From an optimization exercise on the open Yosys and OpenROAD flow, aimed at small area, a short achievable clock period and few clock cycles per item; shortcuts taken in it are not production practice. Function not checked in this run: the RTL went through the layout flow alone. Power is estimated from default activity; no workload was simulated.

## design/flow/run.sh

```bash
#!/bin/bash
# synth_recipe.tcl (not shown) runs the flow's synth.tcl, then flattens the netlist and writes it again
# the make line also repeats each setting of config.mk as NAME=value (left out here)
make -C /OpenROAD-flow-scripts/flow DESIGN_CONFIG=/design/flow/config.mk WORK_HOME=/design/flow/orfs CLKGATE_MAP_FILE= SYNTH_SCRIPT=/design/flow/synth_recipe.tcl finish
```

## design/flow/config.mk

```make
export PLATFORM = sky130hd
export DESIGN_NAME = muldiv_iter
export DESIGN_NICKNAME = muldiv_iter
export VERILOG_FILES = /design/flow/design.v
export SDC_FILE = /design/flow/constraint.sdc
export NUM_CORES = 4
export LEC_CHECK = 0
export CAP_MARGIN = 20
export CORE_MARGIN = 2
export CORE_UTILIZATION = 40
export SLEW_MARGIN = 20
```

## design/flow/constraint.sdc

```tcl
create_clock -name core_clock -period 13.5 [get_ports {clk_i}]
set_input_delay 2.7000 -clock core_clock [delete_from_list [all_inputs] [get_ports {clk_i}]]
set_output_delay 2.7000 -clock core_clock [all_outputs]
set_load 0.01 [all_outputs]
```

## design/flow/design.v

```verilog
module muldiv_iter #(
  parameter int unsigned XLEN          = 32,
  parameter int unsigned MUL_ITERATIVE = 0
) (
  input  logic            clk_i,
  input  logic            rst_ni,
  input  logic            valid_i,
  output logic            ready_o,
  input  logic [2:0]      op_i,
  input  logic [XLEN-1:0] a_i,
  input  logic [XLEN-1:0] b_i,
  input  logic            kill_i,
  output logic            valid_o,
  input  logic            ready_i,
  output logic [XLEN-1:0] result_o,
  output logic            busy_o
);
  localparam logic [1:0] S_IDLE = 2'd0;
  localparam logic [1:0] S_PREP = 2'd1;
  localparam logic [1:0] S_ITER = 2'd2;
  localparam logic [1:0] S_FIN  = 2'd3;
  logic [1:0]  st_q, st_d;
  logic        rv_q, rv_d;
  logic [2:0]  op_q;
  logic [34:0] acc_q, acc_d;
  logic [31:0] lo_q, lo_d;
  logic [33:0] bm_q, bm_d;
  logic [4:0]  cnt_q, cnt_d;
  logic [1:0]  cls_q, cls_d;
  logic        bp_q, bp_d;
  logic        aneg_q, bneg_q, negq_q;
  logic [31:0] res_q, res_d;
  function automatic logic [5:0] lzc32(input logic [31:0] x);
    logic [7:0]  z4;
    logic [15:0] c4;
    logic [3:0]  z8;
    logic [11:0] c8;
    logic [1:0]  z16;
    logic [7:0]  c16;
    logic        z32;
    logic [4:0]  c32;
    for (int i = 0; i < 8; i++) begin
      z4[i] = (x[4*i+3 -: 4] == 4'd0);
      c4[2*i +: 2] = x[4*i+3] ? 2'd0 : x[4*i+2] ? 2'd1 : x[4*i+1] ? 2'd2 : 2'd3;
    end
    for (int i = 0; i < 4; i++) begin
      z8[i] = z4[2*i+1] & z4[2*i];
      c8[3*i +: 3] = z4[2*i+1] ? {1'b1, c4[4*i +: 2]} : {1'b0, c4[4*i+2 +: 2]};
    end
    for (int i = 0; i < 2; i++) begin
      z16[i] = z8[2*i+1] & z8[2*i];
      c16[4*i +: 4] = z8[2*i+1] ? {1'b1, c8[6*i +: 3]} : {1'b0, c8[6*i+3 +: 3]};
    end
    z32 = z16[1] & z16[0];
    c32 = z16[1] ? {1'b1, c16[3:0]} : {1'b0, c16[7:4]};
    lzc32 = z32 ? 6'd32 : {1'b0, c32};
  endfunction
  logic last;         
  logic fin_go;       
  logic dir_go;       
  logic ld;           
  logic dfin_q;       
  assign last   = (cnt_q == 5'd0);
  assign fin_go = (st_q == S_FIN) & ~rv_q;
  assign dir_go = (st_q == S_ITER) & last & ~rv_q & ~dfin_q;
  assign ld     = (st_q == S_IDLE) | fin_go | dir_go;
  logic       sgn_a_in, sgn_b_in, ext_a, ext_b;
  logic [1:0] ca, cb, cmin;
  logic       sel_a;
  function automatic logic [1:0] mclass(input logic [31:0] x, input logic e);
    if (x[31:7] == {25{e}})       mclass = 2'd0;
    else if (x[31:15] == {17{e}}) mclass = 2'd1;
    else if (x[31] == e)          mclass = 2'd2;
    else                          mclass = 2'd3;
  endfunction
  always_comb begin
    sgn_a_in = (op_i != 3'd3) & (op_i != 3'd5) & (op_i != 3'd7);
    sgn_b_in = (op_i == 3'd0) | (op_i == 3'd1) | (op_i == 3'd4) | (op_i == 3'd6);
    ext_a    = sgn_a_in & a_i[31];
    ext_b    = sgn_b_in & b_i[31];
    ca       = mclass(a_i, ext_a);
    cb       = mclass(b_i, ext_b);
    sel_a    = op_i[2] | (ca < cb);
    cmin     = (ca < cb) ? ca : cb;
  end
  logic        sdiv;
  logic        aneg_p, bneg_p;
  logic [5:0]  la, lb;
  logic [6:0]  sh;
  logic        b0_p, qz_p;
  always_comb begin
    sdiv   = ~op_q[0];
    aneg_p = sdiv & lo_q[31];
    bneg_p = sdiv & bm_q[31];
    la     = lzc32(lo_q ^ {32{aneg_p}});
    lb     = lzc32(bm_q[31:0] ^ {32{bneg_p}});
    if (bneg_p && lb == 6'd32) lb = 6'd31;
    b0_p   = (bm_q[31:0] == 32'd0);
    sh     = {1'b0, lb} + {6'd0, aneg_p} - {1'b0, la};
    qz_p   = sh[6];
  end
  logic        xen, inv;
  logic [34:0] ysel, sum;
  logic [2:0]  bt;
  logic        k17;
  assign k17 = (cls_q == 2'd3) & last;
  always_comb begin
    xen  = 1'b1;
    inv  = 1'b0;
    ysel = '0;
    bt   = {lo_q[1:0], bp_q};
    case (st_q)
      S_PREP: begin
        ysel = {{3{aneg_p}}, lo_q};
        inv  = aneg_p;
      end
      S_ITER: begin
        if (op_q[2]) begin
          ysel = {bm_q[33], bm_q};
          inv  = ~bneg_q;
        end else begin
          if (k17) bt = 3'b001;
          case (bt)
            3'b001, 3'b010, 3'b101, 3'b110: ysel = {bm_q[33], bm_q};
            3'b011, 3'b100:                 ysel = {bm_q, 1'b0};
            default:                        ysel = '0;
          endcase
          inv = bt[2];
        end
      end
      S_FIN: begin
        xen = 1'b0;
        if (op_q[1]) begin ysel = acc_q;          inv = aneg_q; end
        else         begin ysel = {3'b000, lo_q}; inv = negq_q; end
      end
      default: ;
    endcase
    sum = (acc_q & {35{xen}}) + (ysel ^ {35{inv}}) + {34'd0, inv};
  end
  always_comb begin
    res_d = sum[31:0];
    if (st_q == S_ITER) begin
      if (op_q[2]) begin
        if (!op_q[1])     res_d = {lo_q[30:0], ~sum[34]};
        else if (sum[34]) res_d = acc_q[31:0];
        else              res_d = sum[31:0];
      end else if (op_q == 3'd0) begin
        case (cls_q)
          2'd0:    res_d = {sum[25:0], lo_q[31:26]};
          2'd1:    res_d = {sum[17:0], lo_q[31:18]};
          default: res_d = {sum[1:0],  lo_q[31:2]};
        endcase
      end else begin
        case (cls_q)
          2'd0:    res_d = {{23{sum[34]}}, sum[34:26]};
          2'd1:    res_d = {{15{sum[34]}}, sum[34:18]};
          2'd2:    res_d = sum[33:2];
          default: res_d = sum[31:0];
        endcase
      end
    end
  end
  logic stall;
  assign stall = (st_q == S_ITER) & last & rv_q & ~dfin_q;
  always_comb begin
    acc_d = acc_q;
    lo_d  = lo_q;
    bm_d  = bm_q;
    cnt_d = cnt_q;
    cls_d = cls_q;
    bp_d  = bp_q;
    st_d  = st_q;
    case (st_q)
      S_PREP: begin
        acc_d = sum;
        lo_d  = {32{b0_p}};
        bm_d  = bm_q << sh[4:0];
        cnt_d = sh[4:0];
        st_d  = (b0_p | qz_p) ? S_FIN : S_ITER;
      end
      S_ITER: begin
        if (!stall) begin
          cnt_d = cnt_q - 5'd1;
          if (last) st_d = dfin_q ? S_FIN : S_IDLE;
          if (op_q[2]) begin
            if (!sum[34]) acc_d = sum;
            lo_d = {lo_q[30:0], ~sum[34]};
            bm_d = {bm_q[33], bm_q[33:1]};
          end else begin
            acc_d = {sum[34], sum[34], sum[34:2]};
            lo_d  = {sum[1:0], lo_q[31:2]};
            bp_d  = lo_q[1];
          end
        end
      end
      S_FIN: begin
        if (!rv_q) st_d = S_IDLE;
      end
      default: ;
    endcase
    if (ld) begin
      acc_d = '0;
      lo_d  = sel_a ? a_i : b_i;
      bm_d  = sel_a ? {{2{ext_b}}, b_i} : {{2{ext_a}}, a_i};
      bp_d  = 1'b0;
      cls_d = cmin;
      case (cmin)
        2'd0:    cnt_d = 5'd3;
        2'd1:    cnt_d = 5'd7;
        2'd2:    cnt_d = 5'd15;
        default: cnt_d = 5'd16;
      endcase
      st_d = (valid_i & ~kill_i) ? (op_i[2] ? S_PREP : S_ITER) : S_IDLE;
    end
    if (kill_i) st_d = S_IDLE;
  end
  always_comb begin
    rv_d = rv_q;
    if (ready_i)         rv_d = 1'b0;
    if (fin_go | dir_go) rv_d = 1'b1;
    if (kill_i)          rv_d = 1'b0;
  end
  always_ff @(posedge clk_i) begin
    if (!rst_ni) begin
      st_q <= S_IDLE;
      rv_q <= 1'b0;
    end else begin
      st_q <= st_d;
      rv_q <= rv_d;
    end
  end
  always_ff @(posedge clk_i) begin
    acc_q <= acc_d;
    lo_q  <= lo_d;
    bm_q  <= bm_d;
    cnt_q <= cnt_d;
    cls_q <= cls_d;
    bp_q  <= bp_d;
    if (ld) begin
      op_q   <= op_i;
      dfin_q <= 1'b0;
    end
    if (st_q == S_PREP) begin
      aneg_q <= aneg_p;
      bneg_q <= bneg_p;
      negq_q <= (aneg_p ^ bneg_p) & ~b0_p;
      dfin_q <= op_q[1] ? aneg_p : ((aneg_p ^ bneg_p) & ~b0_p);
    end
    if (fin_go | dir_go) res_q <= res_d;
  end
  assign ready_o  = ld;
  assign valid_o  = rv_q;
  assign busy_o   = (st_q != S_IDLE) | rv_q;
  assign result_o = res_q;
endmodule
```

==> out/results.tsv <==
metric	value	unit
clock tree buffer depth	2	
vias in the first global route	17790	
synth unique cells	93	
post-route setup TNS	0	ns
depth of the most critical reg-to-reg path	23	
Crit Path Max Fanout	32	
placed cell count	2749	
Yosys warning total	1	
pin count of the biggest net entering global routing	74	
nets@finish	2352	
DR iter-0 viols	2813	
crit path DAT	7.88	ns
GR Overflow Total	0	
Final Hold Viols	0	
Leakage	7.227	nW
CTS clk-pin slew, worst paths	0.07	ns
pre-CTS WS	6.215	ns
skew final	0.01468	ns
final setup violation count	0	
final core occ	45.21	%
total power per unit cell area	251.2	nW/um^2
r2r setup slk	5.95	ns
Hold Crit Start	acc_q[21]	
Initial Utilization	40.25	%
RR Startpoint	lo_q[31]	
Top FF cell, synth	edfxtp_1	
setup ws final	5.953	ns
DRC Markers	0	
asr flop ratio synth	0	%
die area	44740	um^2
status	timing/DRC/antenna clean	
Die Ht	211.5	um
TritonCTS Buffers	17	
Peak supply drop	0.0002476	V
max_slew headroom	23.95	%
Post-synth EDFFs	112	
commonest non-fill, non-tap cell in the layout	nor2_1	
Post-DRT Antenna Nets	0	
vias per cell	6.863	
postcts setup bufs	0	
Hold EP	acc_q[21]	
startpoint types	flop	
Clk Latency, worst-skew pair	0.50	ns
CTS root buf	clkbuf_16	
flops & latches, synth	151	
syn avg cell area	7.666	um^2
Slew @ Worst Pin	1.139	ns
initial antenna violation count	1	
PostCTS Resize Cnt	0	
R2R Path End	bm_q[31]	
fin. max-slew vios	0	
WL/cell	29.57	um
critical path required time	13.83	ns
share of layout cells above drive strength 1	8.408	%
Mapped Area	17230	um^2
io pins	107	
syn nets	2376	
CTS tree	done	
hold_buf cts	0	
post-DP HPWL	59190	um
fmax	132.5	MHz
WHS Path Cells	2	
Post-Syn Instances	2247	
sequential element share of the synthesized area	24.06	%
Tot Pwr	4.859	mW
Setup CP Type	reg2reg	
die width	211.5	um
worst hold path class	reg2reg	
H-tree depth	4	
Core ar.	42790	um^2
non-filler cells, final	2786	
most frequent cells in the layout	nor2_1 (216), nand2_1 (213), a21oi_1 (208)	
IO buf count	106	
TritonCTS sink count	151	
Max-Cap Viols	0	
Placer Congestion	1.013	
filler instances	4383	
ratio of final minimum period to clock period	55.90	%
TritonRoute pass-1 iters	9	
synthesis-to-finish area growth	12.31	%
first-pass GRT wire length	119600	um
All-Layer GR Usage	36.43	%
Vias	19120	
final wirelength	82390	um
Tmin final	7.547	ns
Critical Path Sink Type	flop	
RSZ-0062 raised after global routing	no	
FP Rows	76	
per-layer routing:
layer	GRT usage, %	part of all wire [%]	routed length (um)	vias up
li1	-	-	-	8441
met1	44.98	38	31240	9051
met2	56.54	44	36300	1317
met3	8.767	11	8842	310
met4	24.14	7.3	6014	0
met5	0	0	0	-
power breakdown:
part	leakage, nW	switching [mW]	internal, mW
combinational	5.53	2.23	1.17
clock	0.270	0.234	0.238
sequential	1.43	0.352	0.636
total	7.23	2.82	2.04
area by class of cell:
type                       instances  area (um^2)  area share (%)
antenna                            4        10.01         0.05174
clock buffer                      17        425.4           2.199
clock inverter                    15        120.1          0.6209
inverter                          45        168.9          0.8731
multi-input combinational       1836        12210           63.09
sequential                       151         4144           21.42
tap                              546        683.2           3.531
timing repair buffer             172         1589           8.214
per-stage QoR:
step                hold WS (ns)  cell area, um^2
CTS                       0.4739            19320
global placement          0.4665            18740
global route              0.4917            19340
finish                    0.4752            19350
detailed placement        0.4654            18770
floorplan                 0.4446            17230
worst max-delay path, stage by stage (launching register included):
cell and delay (ns):
edfxtp_1 0.79, nand2b_1 0.40, inv_1 0.93, o31ai_1 0.34
o21ai_0 0.31, a21o_1 0.20, a21oi_1 0.11, or4_1 0.54
o21ai_0 0.41, ha_1 0.19, inv_1 0.04, ha_1 0.21
fa_1 0.54, buf_4 0.32, inv_2 0.32, nand2_1 0.14
nand2_1 0.07, o21ai_0 0.51, nor2_1 0.08, a21oi_1 0.31
nand2_1 0.11, o311ai_0 0.14, o21ai_0 0.16, a21oi_1 0.18
flip-flops by register name, summed over array words and instances, names as in the netlist:
register,count
op_q,3
lo_q,32
acc_q,35
aneg_q,1
cnt_q,5
bp_q,1
bm_q,34
bneg_q,1
rv_q,1
cls_q,2
st_q,2
negq_q,1
dfin_q,1
res_q,32
worst max-delay path by stage:
| stage | startpoint | to | slack (ns) | depth (start not counted) |
|---|---|---|---|---|
| after floorplan | cnt_q[0] | bm_q[32] | 6.23 | 11 |
| after global placement | lo_q[31] | bm_q[31] | 6.04 | 23 |
| after detailed placement | lo_q[31] | bm_q[31] | 6.21 | 23 |
| after CTS | lo_q[31] | bm_q[31] | 6.15 | 23 |
| after global routing | lo_q[31] | bm_q[31] | 5.53 | 23 |
| final | lo_q[31] | bm_q[31] | 5.95 | 23 |
synth_stat cells, drive strengths merged (44+ instances only):
library cell | number | area share, %
ha | 55 | 4.0
nor3 | 55 | 1.7
nor2 | 221 | 4.9
nor2b | 61 | 2.2
clkbuf | 175 | 3.8
a222oi | 44 | 2.6
a21oi | 211 | 6.2
xnor2 | 66 | 3.4
mux2i | 142 | 8.3
nand2 | 213 | 4.6
a211oi | 53 | 2.4
o21ai | 174 | 5.1
edfxtp | 112 | 20
logic make-up after synthesis:
kind of cell | share of synthesized area, %
buffers and inverters | 5.855
muxes | 10.56
DFF | 24.06
and+or+nand+nor | 19.98
AOI/OAI and AO/OA | 30.86
xor gates and xnor gates | 4.460
adders and majority gates | 4.228

[re-timing with driven ports]
In the flow no input, the clock included, has a driving cell. The finished layout below was timed again as built, in two steps. Step 1: set_driving_cell puts a clkbuf_16 on clk_i and a buf_2 on each other input, an assumption about the parent block. Step 2, shift: input delay + t, output delay - t, t = (earliest + latest rising clock arrival at the registers) / 2. This alone moves slack from input paths to output paths. Three values: ideal ports, drivers, drivers and shift; two values: the first two.
t (ns): 0.548
setup slack, ns: 5.953 / 5.953 / 5.953
hold WS [ns]: 0.475 / 0.475 / 0.475
clock arrival spread, ns: 0.015 / 0.015
cell pins on the clock port's net: 1
After both steps setup and hold are still met in this run. For this run, drivers alone change the setup slack by 0.000 ns; drivers and shift together by 0.000 ns.
